This design comes from an exercise in tuning for small area, a short achievable clock period and few clock cycles on the open sky130 flow, not from production work. Function was checked by simulation only, so behaviour that the tests miss may differ from the original.

==> job 988 <==
==> flow/design.v <==
`timescale 1ns/1ps
package cmd_pkg;
    localparam int byte_w    = 8;
    localparam int word_w    = 16;
    localparam int ram_depth = 256;
    localparam int ram_aw    = 8;
    localparam logic [byte_w-1:0] op_disable   = 8'd0;
    localparam logic [byte_w-1:0] op_enable    = 8'd1;
    localparam logic [byte_w-1:0] op_write_reg = 8'd2;
    localparam logic [byte_w-1:0] op_read_reg  = 8'd3;
    localparam logic [byte_w-1:0] op_write_ram = 8'd6;
    localparam logic [byte_w-1:0] op_read_ram  = 8'd7;
    localparam logic [byte_w-1:0] reg_sum  = 8'd0;
    localparam logic [byte_w-1:0] reg_num1 = 8'd1;
    localparam logic [byte_w-1:0] reg_num2 = 8'd2;
    localparam logic [byte_w-1:0] reg_num3 = 8'd3;
    localparam logic [byte_w-1:0] reg_en   = 8'd4;
endpackage
`timescale 1ns/1ps
module word_ram (
    input  logic                        clk,
    input  logic                        we,
    input  logic [cmd_pkg::ram_aw-1:0]  waddr,
    input  logic [cmd_pkg::word_w-1:0]  wdata,
    input  logic [15:0]                 rlo,
    input  logic [15:0]                 rhi,
    input  logic                        rok,
    output logic [cmd_pkg::word_w-1:0]  rdata
);
    localparam int depth = cmd_pkg::ram_depth;
    localparam int ww    = cmd_pkg::word_w;
    logic [ww-1:0] mem [depth];
    logic [15:0]   hsel;
    always_ff @(posedge clk) begin
        if (we)
            mem[waddr] <= wdata;
    end
    assign hsel = rhi & {16{rok}};
    always_comb begin
        rdata = '0;
        for (int j = 0; j < depth; j++)
            rdata = rdata | (mem[j] & {ww{rlo[j % 16] && hsel[j / 16]}});
    end
endmodule
`timescale 1ns/1ps
module instr_parser_top (
    input  logic                        clk,
    input  logic                        rst_n,
    input  logic                        rx_valid,
    input  logic [cmd_pkg::byte_w-1:0]  rx_data,
    output logic                        rx_ready,
    output logic                        tx_valid,
    output logic [cmd_pkg::byte_w-1:0]  tx_data,
    input  logic                        tx_ready,
    input  logic [cmd_pkg::word_w-1:0]  sum,
    output logic [cmd_pkg::word_w-1:0]  num1,
    output logic [cmd_pkg::word_w-1:0]  num2,
    output logic [cmd_pkg::word_w-1:0]  num3,
    output logic                        en
);
    localparam logic [3:0] S_OP  = 4'd0;
    localparam logic [3:0] S_RA  = 4'd1;
    localparam logic [3:0] S_RDL = 4'd2;
    localparam logic [3:0] S_RDH = 4'd3;
    localparam logic [3:0] S_AL  = 4'd4;
    localparam logic [3:0] S_AH  = 4'd5;
    localparam logic [3:0] S_CL  = 4'd6;
    localparam logic [3:0] S_CH  = 4'd7;
    localparam logic [3:0] S_WDL = 4'd8;
    localparam logic [3:0] S_WDH = 4'd9;
    localparam int QD = 4;
    localparam int QW = 2;
    logic [3:0]  st, st_d;
    logic        wr_q;           
    logic [7:0]  ra_q;           
    logic [15:0] addr_q;         
    logic [15:0] cnt_q;          
    logic [7:0]  dl_q;           
    logic        rx_fire;
    logic [15:0] blk_cnt;        
    logic [15:0] blk_end;        
    logic        wb_v;           
    logic        wb_we;          
    logic [15:0] wb_data;
    logic        wb_conf;
    logic        conf_q;
    logic        wb_go;
    logic [QD-1:0] q_v, q_ram, q_smp;
    logic [15:0]   q_a [QD];
    logic [15:0]   q_e [QD];
    logic [QW-1:0] q_wp, q_rp;
    logic [QD-1:0] q_conf;
    logic          q_full_d;
    logic          s_v, s_ram, s_smp;
    logic [15:0]   s_a, s_e;
    logic          s_take_reg, s_take_ram;
    logic          push_reg, push_ram;
    logic [15:0]   reg_rd;
    logic [15:0] ra, re, ra_inc, ra_d;
    logic        r_smp;
    logic        rc_nz;
    logic [15:0] ra_lo1h, ra_hi1h;
    logic        ra_ok;
    logic        pv, hi_v;
    logic [15:0] pw;
    logic        tx_free, emit_lo, emit_hi, pw_free, rd_word;
    logic [15:0] ram_rdata;
    assign rx_fire = rx_valid && rx_ready;
    assign blk_cnt = {rx_data, cnt_q[7:0]};
    assign blk_end = addr_q + blk_cnt;
    always_comb begin
        st_d = st;
        if (rx_fire) begin
            case (st)
                S_OP: begin
                    case (rx_data)
                        cmd_pkg::op_write_reg, cmd_pkg::op_read_reg:  st_d = S_RA;
                        cmd_pkg::op_write_ram, cmd_pkg::op_read_ram:  st_d = S_AL;
                        default:                                      st_d = S_OP;
                    endcase
                end
                S_RA:  st_d = wr_q ? S_RDL : S_OP;
                S_RDL: st_d = S_RDH;
                S_RDH: st_d = S_OP;
                S_AL:  st_d = S_AH;
                S_AH:  st_d = S_CL;
                S_CL:  st_d = S_CH;
                S_CH:  st_d = (wr_q && blk_cnt != 16'd0) ? S_WDL : S_OP;
                S_WDL: st_d = S_WDH;
                S_WDH: st_d = (cnt_q == 16'd1) ? S_OP : S_WDL;
                default: st_d = S_OP;
            endcase
        end
    end
    always_comb begin
        case (rx_data)
            cmd_pkg::reg_sum:  reg_rd = sum;
            cmd_pkg::reg_num1: reg_rd = num1;
            cmd_pkg::reg_num2: reg_rd = num2;
            cmd_pkg::reg_num3: reg_rd = num3;
            cmd_pkg::reg_en:   reg_rd = {15'b0, en};
            default:           reg_rd = '0;
        endcase
    end
    assign push_reg = rx_fire && st == S_RA && !wr_q;
    assign push_ram = rx_fire && st == S_CH && !wr_q && blk_cnt != 16'd0;
    always_ff @(posedge clk or negedge rst_n) begin
        if (!rst_n) begin
            st   <= S_OP;
            num1 <= '0;
            num2 <= '0;
            num3 <= '0;
            en   <= 1'b0;
        end else begin
            st <= st_d;
            if (rx_fire && st == S_OP) begin
                if (rx_data == cmd_pkg::op_disable) en <= 1'b0;
                if (rx_data == cmd_pkg::op_enable)  en <= 1'b1;
            end
            if (rx_fire && st == S_RDH) begin
                if (ra_q == cmd_pkg::reg_num1) num1 <= {rx_data, dl_q};
                if (ra_q == cmd_pkg::reg_num2) num2 <= {rx_data, dl_q};
                if (ra_q == cmd_pkg::reg_num3) num3 <= {rx_data, dl_q};
            end
        end
    end
    always_ff @(posedge clk) begin
        if (rx_fire) begin
            case (st)
                S_OP:  wr_q <= (rx_data == cmd_pkg::op_write_reg) || (rx_data == cmd_pkg::op_write_ram);
                S_RA:  ra_q <= rx_data;
                S_CL:  cnt_q[7:0] <= rx_data;
                S_CH:  cnt_q[15:8] <= rx_data;
                S_RDL, S_WDL: dl_q <= rx_data;
                S_WDH: cnt_q <= cnt_q - 16'd1;
                default: ;
            endcase
        end
        if (rx_fire && st == S_AL)
            addr_q[7:0] <= rx_data;
        else if (rx_fire && st == S_AH)
            addr_q[15:8] <= rx_data;
        else if (wb_go)
            addr_q <= addr_q + 16'd1;
    end
    function automatic logic blk_conf(input logic [7:0] w, input logic smp,
                                      input logic [8:0] a, input logic [8:0] e);
        blk_conf = !smp || (({1'b0, w} >= a) && ({1'b0, w} < e));
    endfunction
    always_comb begin
        for (int i = 0; i < QD; i++)
            q_conf[i] = q_v[i] && q_ram[i] && blk_conf(addr_q[7:0], q_smp[i], q_a[i][8:0], q_e[i][8:0]);
    end
    assign wb_conf = (addr_q[15:8] == 8'd0)
                  && ((rc_nz && blk_conf(addr_q[7:0], r_smp, ra[8:0], re[8:0])) || (|q_conf));
    assign wb_go   = wb_v && !conf_q;
    always_ff @(posedge clk or negedge rst_n) begin
        if (!rst_n) begin
            wb_v   <= 1'b0;
            wb_we  <= 1'b0;
            conf_q <= 1'b0;
        end else begin
            conf_q <= wb_conf;
            if (rx_fire && st == S_WDH) begin
                wb_v  <= 1'b1;
                wb_we <= addr_q[15:8] == 8'd0;
            end else if (wb_go) begin
                wb_v  <= 1'b0;
                wb_we <= 1'b0;
            end
        end
    end
    always_ff @(posedge clk) begin
        if (rx_fire && st == S_WDH)
            wb_data <= {rx_data, dl_q};
    end
    word_ram u_ram (
        .clk   (clk),
        .we    (wb_we && !conf_q),
        .waddr (addr_q[7:0]),
        .wdata (wb_data),
        .rlo   (ra_lo1h),
        .rhi   (ra_hi1h),
        .rok   (ra_ok),
        .rdata (ram_rdata)
    );
    logic wb_v_d, rx_ready_d;
    always_comb begin
        logic [QD-1:0] v;
        v = q_v;
        if (s_take_reg || s_take_ram) v[q_rp] = 1'b0;
        if (push_reg || push_ram) v[q_wp] = 1'b1;
        q_full_d = &v;
    end
    assign wb_v_d = wb_v && conf_q;
    always_comb begin
        rx_ready_d = 1'b1;
        if (st_d == S_WDH && wb_v_d)
            rx_ready_d = 1'b0;
        if ((st_d == S_CH || st_d == S_RA) && q_full_d)
            rx_ready_d = 1'b0;
        if ((st_d == S_CH || st_d == S_AL) && wb_v_d)
            rx_ready_d = 1'b0;
    end
    always_ff @(posedge clk or negedge rst_n) begin
        if (!rst_n)
            rx_ready <= 1'b0;
        else
            rx_ready <= rx_ready_d;
    end
    assign s_v        = q_v[q_rp];
    assign s_ram      = q_ram[q_rp];
    assign s_smp      = q_smp[q_rp];
    assign s_a        = q_a[q_rp];
    assign s_e        = q_e[q_rp];
    assign tx_free    = !tx_valid || tx_ready;
    assign emit_lo    = tx_free && pv && !hi_v;
    assign emit_hi    = tx_free && pv && hi_v;
    assign pw_free    = !pv || emit_hi;
    assign rd_word    = pw_free && rc_nz;
    assign s_take_reg = pw_free && !rc_nz && s_v && !s_ram;
    assign s_take_ram = !rc_nz && s_v && s_ram;
    assign ra_inc     = ra + 16'd1;
    assign ra_d       = s_take_ram ? s_a : rd_word ? ra_inc : ra;
    always_ff @(posedge clk or negedge rst_n) begin
        if (!rst_n) begin
            q_v      <= '0;
            q_wp     <= '0;
            q_rp     <= '0;
            rc_nz    <= 1'b0;
            pv       <= 1'b0;
            hi_v     <= 1'b0;
            tx_valid <= 1'b0;
        end else begin
            if (s_take_reg || s_take_ram) begin
                q_v[q_rp] <= 1'b0;
                q_rp <= q_rp + 1'b1;
            end
            if (push_reg || push_ram) begin
                q_v[q_wp] <= 1'b1;
                q_wp <= q_wp + 1'b1;
            end
            if (s_take_ram)
                rc_nz <= 1'b1;
            else if (rd_word)
                rc_nz <= ra_inc != re;
            if (rd_word || s_take_reg) begin
                pv   <= 1'b1;
                hi_v <= 1'b0;
            end else if (emit_hi) begin
                pv   <= 1'b0;
                hi_v <= 1'b0;
            end else if (emit_lo) begin
                hi_v <= 1'b1;
            end
            if (tx_free)
                tx_valid <= pv;
        end
    end
    always_ff @(posedge clk) begin
        if (push_reg) begin
            q_ram[q_wp] <= 1'b0;
            q_a[q_wp]   <= reg_rd;
        end else if (push_ram) begin
            q_ram[q_wp] <= 1'b1;
            q_smp[q_wp] <= addr_q[15:8] == 8'd0 && rx_data == 8'd0;
            q_a[q_wp]   <= addr_q;
            q_e[q_wp]   <= blk_end;
        end
        if (s_take_ram) begin
            re    <= s_e;
            r_smp <= s_smp;
        end
        ra      <= ra_d;
        ra_lo1h <= 16'd1 << ra_d[3:0];
        ra_hi1h <= 16'd1 << ra_d[7:4];
        ra_ok   <= ra_d[15:8] == 8'd0;
        if (rd_word)
            pw <= ram_rdata;
        else if (s_take_reg)
            pw <= s_a;
        if (tx_free)
            tx_data <= hi_v ? pw[15:8] : pw[7:0];
    end
endmodule
==> flow/run.sh <==
#!/bin/bash
# synth_recipe.tcl (not shown) runs the flow's synth.tcl, then flattens the netlist and writes it again
# the make line also repeats each setting of config.mk as NAME=value (left out here)
make -C /OpenROAD-flow-scripts/flow DESIGN_CONFIG=/design/flow/config.mk WORK_HOME=/design/flow/orfs CLKGATE_MAP_FILE= SYNTH_SCRIPT=/design/flow/synth_recipe.tcl finish
==> flow/config.mk <==
export PLATFORM = sky130hd
export DESIGN_NAME = instr_parser_top
export DESIGN_NICKNAME = instr_parser_top
export VERILOG_FILES = /design/flow/design.v
export SDC_FILE = /design/flow/constraint.sdc
export NUM_CORES = 4
export LEC_CHECK = 0
export CAP_MARGIN = 20
export CORE_MARGIN = 2
export CORE_UTILIZATION = 55
export PLACE_DENSITY = 0.7
export SETUP_SLACK_MARGIN = 2.0
export SLEW_MARGIN = 20
==> flow/constraint.sdc <==
create_clock -name core_clock -period 5.5 [get_ports {clk}]
set_input_delay 1.1000 -clock core_clock [delete_from_list [all_inputs] [get_ports {clk}]]
set_output_delay 1.1000 -clock core_clock [all_outputs]
set_load 0.01 [all_outputs]
==> job 1965 (differences from job 988) <==
--- a/flow/design.v
+++ b/flow/design.v
@@ -26,5 +26,5 @@
     input  logic [15:0]                 rhi,
     input  logic                        rok,
-    output logic [cmd_pkg::word_w-1:0]  rdata
+    output logic [8*cmd_pkg::word_w-1:0] rpart
 );
     localparam int depth = cmd_pkg::ram_depth;
@@ -38,7 +38,8 @@
     assign hsel = rhi & {16{rok}};
     always_comb begin
-        rdata = '0;
+        rpart = '0;
         for (int j = 0; j < depth; j++)
-            rdata = rdata | (mem[j] & {ww{rlo[j % 16] && hsel[j / 16]}});
+            rpart[(j / 32) * ww +: ww] = rpart[(j / 32) * ww +: ww]
+                                       | (mem[j] & {ww{rlo[j % 16] && hsel[j / 16]}});
     end
 endmodule
@@ -105,5 +106,7 @@
     logic [15:0] pw;
     logic        tx_free, emit_lo, emit_hi, pw_free, rd_word;
-    logic [15:0] ram_rdata;
+    logic [127:0] ram_rpart;
+    logic [127:0] part;          
+    logic        p1v, pw_load;
     assign rx_fire = rx_valid && rx_ready;
     assign blk_cnt = {rx_data, cnt_q[7:0]};
@@ -223,5 +226,5 @@
         .rhi   (ra_hi1h),
         .rok   (ra_ok),
-        .rdata (ram_rdata)
+        .rpart (ram_rpart)
     );
     logic wb_v_d, rx_ready_d;
@@ -258,6 +261,7 @@
     assign emit_hi    = tx_free && pv && hi_v;
     assign pw_free    = !pv || emit_hi;
-    assign rd_word    = pw_free && rc_nz;
-    assign s_take_reg = pw_free && !rc_nz && s_v && !s_ram;
+    assign pw_load    = pw_free && p1v;
+    assign rd_word    = (!p1v || pw_load) && rc_nz;
+    assign s_take_reg = pw_free && !p1v && !rc_nz && s_v && !s_ram;
     assign s_take_ram = !rc_nz && s_v && s_ram;
     assign ra_inc     = ra + 16'd1;
@@ -269,4 +273,5 @@
             q_rp     <= '0;
             rc_nz    <= 1'b0;
+            p1v      <= 1'b0;
             pv       <= 1'b0;
             hi_v     <= 1'b0;
@@ -285,5 +290,9 @@
             else if (rd_word)
                 rc_nz <= ra_inc != re;
-            if (rd_word || s_take_reg) begin
+            if (rd_word)
+                p1v <= 1'b1;
+            else if (pw_load)
+                p1v <= 1'b0;
+            if (pw_load || s_take_reg) begin
                 pv   <= 1'b1;
                 hi_v <= 1'b0;
@@ -317,5 +326,8 @@
         ra_ok   <= ra_d[15:8] == 8'd0;
         if (rd_word)
-            pw <= ram_rdata;
+            part <= ram_rpart;
+        if (pw_load)
+            pw <= part[15:0] | part[31:16] | part[47:32] | part[63:48]
+                | part[79:64] | part[95:80] | part[111:96] | part[127:112];
         else if (s_take_reg)
             pw <= s_a;
--- a/flow/config.mk
+++ b/flow/config.mk
@@ -8,6 +8,6 @@
 export CAP_MARGIN = 20
 export CORE_MARGIN = 2
-export CORE_UTILIZATION = 55
-export PLACE_DENSITY = 0.7
-export SETUP_SLACK_MARGIN = 2.0
+export CORE_UTILIZATION = 45
+export PLACE_DENSITY = 0.6
+export SETUP_SLACK_MARGIN = 2.5
 export SLEW_MARGIN = 20
==> job 7926 (differences from job 988) <==
--- a/flow/design.v
+++ b/flow/design.v
@@ -26,5 +26,5 @@
     input  logic [15:0]                 rhi,
     input  logic                        rok,
-    output logic [cmd_pkg::word_w-1:0]  rdata
+    output logic [8*cmd_pkg::word_w-1:0] rpart
 );
     localparam int depth = cmd_pkg::ram_depth;
@@ -38,7 +38,8 @@
     assign hsel = rhi & {16{rok}};
     always_comb begin
-        rdata = '0;
+        rpart = '0;
         for (int j = 0; j < depth; j++)
-            rdata = rdata | (mem[j] & {ww{rlo[j % 16] && hsel[j / 16]}});
+            rpart[(j / 32) * ww +: ww] = rpart[(j / 32) * ww +: ww]
+                                       | (mem[j] & {ww{rlo[j % 16] && hsel[j / 16]}});
     end
 endmodule
@@ -105,5 +106,7 @@
     logic [15:0] pw;
     logic        tx_free, emit_lo, emit_hi, pw_free, rd_word;
-    logic [15:0] ram_rdata;
+    logic [127:0] ram_rpart;
+    logic [127:0] part;          
+    logic        p1v, pw_load;
     assign rx_fire = rx_valid && rx_ready;
     assign blk_cnt = {rx_data, cnt_q[7:0]};
@@ -223,5 +226,5 @@
         .rhi   (ra_hi1h),
         .rok   (ra_ok),
-        .rdata (ram_rdata)
+        .rpart (ram_rpart)
     );
     logic wb_v_d, rx_ready_d;
@@ -258,6 +261,7 @@
     assign emit_hi    = tx_free && pv && hi_v;
     assign pw_free    = !pv || emit_hi;
-    assign rd_word    = pw_free && rc_nz;
-    assign s_take_reg = pw_free && !rc_nz && s_v && !s_ram;
+    assign pw_load    = pw_free && p1v;
+    assign rd_word    = (!p1v || pw_load) && rc_nz;
+    assign s_take_reg = pw_free && !p1v && !rc_nz && s_v && !s_ram;
     assign s_take_ram = !rc_nz && s_v && s_ram;
     assign ra_inc     = ra + 16'd1;
@@ -269,4 +273,5 @@
             q_rp     <= '0;
             rc_nz    <= 1'b0;
+            p1v      <= 1'b0;
             pv       <= 1'b0;
             hi_v     <= 1'b0;
@@ -285,5 +290,9 @@
             else if (rd_word)
                 rc_nz <= ra_inc != re;
-            if (rd_word || s_take_reg) begin
+            if (rd_word)
+                p1v <= 1'b1;
+            else if (pw_load)
+                p1v <= 1'b0;
+            if (pw_load || s_take_reg) begin
                 pv   <= 1'b1;
                 hi_v <= 1'b0;
@@ -317,5 +326,8 @@
         ra_ok   <= ra_d[15:8] == 8'd0;
         if (rd_word)
-            pw <= ram_rdata;
+            part <= ram_rpart;
+        if (pw_load)
+            pw <= part[15:0] | part[31:16] | part[47:32] | part[63:48]
+                | part[79:64] | part[95:80] | part[111:96] | part[127:112];
         else if (s_take_reg)
             pw <= s_a;
==> flow/config.mk (replaced) <==
export PLATFORM = sky130hd
export DESIGN_NAME = instr_parser_top
export DESIGN_NICKNAME = instr_parser_top
export VERILOG_FILES = /design/flow/design.v
export SDC_FILE = /design/flow/constraint.sdc
export NUM_CORES = 4
export LEC_CHECK = 0
export CAP_MARGIN = 10
export CORE_MARGIN = 2
export CORE_UTILIZATION = 45
export CTS_CLUSTER_DIAMETER = 100
export CTS_CLUSTER_SIZE = 25
export PLACE_DENSITY = 0.6
export SETUP_SLACK_MARGIN = 3.0
export SLEW_MARGIN = 10
==> flow_summary.yaml <==
placed_design:
  globalplace.congestion: 0.915
synthesis:
  synth-adder-area-share_pct: 0.786
  synthTopCellsByCount: "4,466 x edfxtp_1, 1,258 x a22oi_1, 635 x clkbuf_1"
  synth.avg_cell_area_um2: 17.9
die:
  die_h_um: 618
  die_width_um: 618
grt:
  grt_use_total_pct: 30.6
  grt.overflow.total: 0
  use_met1_pct: 41.9
outcome:
  status: "finished clean"
That was job 1965.
==> flow_summary.yaml <==
grt:
  grt_use_total_pct: 88.4
  grt.overflow.total: 2090
  use_met1_pct: 89.9
  grt.met3_usage_pct: 84.3
  gr-max-usage-layer: "met2"
die:
  die_width_um: 554
  die_h_um: 554
synthesis:
  synthTopCellsByCount: "4,338 x edfxtp_1, 689 x a22oi_1, 655 x a221oi_1"
  yosysUniqueCellTypes: 75
  synth_top_family_by_area: "compound AO/OA/AOI/OAI gates"
  synth.avg_cell_area_um2: 17.8
placed_design:
  globalplace.congestion: 1.42
outcome:
  status: "did not finish"
  error: "[ERROR GRT-0116] Global routing finished with congestion. Check the congestion regions in the DRC Viewer."
  lastStage: "global routing"
That was job 988.
==> flow_summary.yaml <==
outcome:
  status: "complete, but fails checks"
  failed_checks: "max-slew violations"
die:
  die_h_um: 618
synthesis:
  synth.avg_cell_area_um2: 17.9
  synth-adder-area-share_pct: 0.786
  synthTopCellsByCount: "4,466 x edfxtp_1, 1,258 x a22oi_1, 635 x clkbuf_1"
placed_design:
  globalplace.congestion: 0.929
grt:
  grt_use_total_pct: 32.5
timing:
  maxSlewViolCount: 133
That was job 7926.
Testbench counts of job 988, summed over its fixed seeds: cycles 35,324.
Testbench counts of job 1965, summed over its fixed seeds: cycles 35,364.
Testbench counts of job 7926, summed over its fixed seeds: cycles 35,364.

[re-timing with driven ports]
In the flow no input, the clock included, has a driving cell. The finished layouts below were timed again as built, in two steps. Step 1 assumes that a clkbuf_16 drives the clock port and a buf_2 every other input. Step 2 times the ports against the registers' clock, not the clock port: input delays grow and output delays shrink by t, the midpoint of the rising clock arrivals with the driver on. a / b / c = ideal ports / drivers / drivers and shift; a / b = the first two.
run	t (ns)	slack for setup (ns)	worst slew at a driven data input, ns
job 1965	1.099	2.351 / 2.351 / 1.639	0.07
job 7926	1.095	2.617 / 2.531 / 1.940	0.05
For job 1965, which loses most, drivers alone change the setup slack by 0.000 ns; drivers and shift together by -0.712 ns.
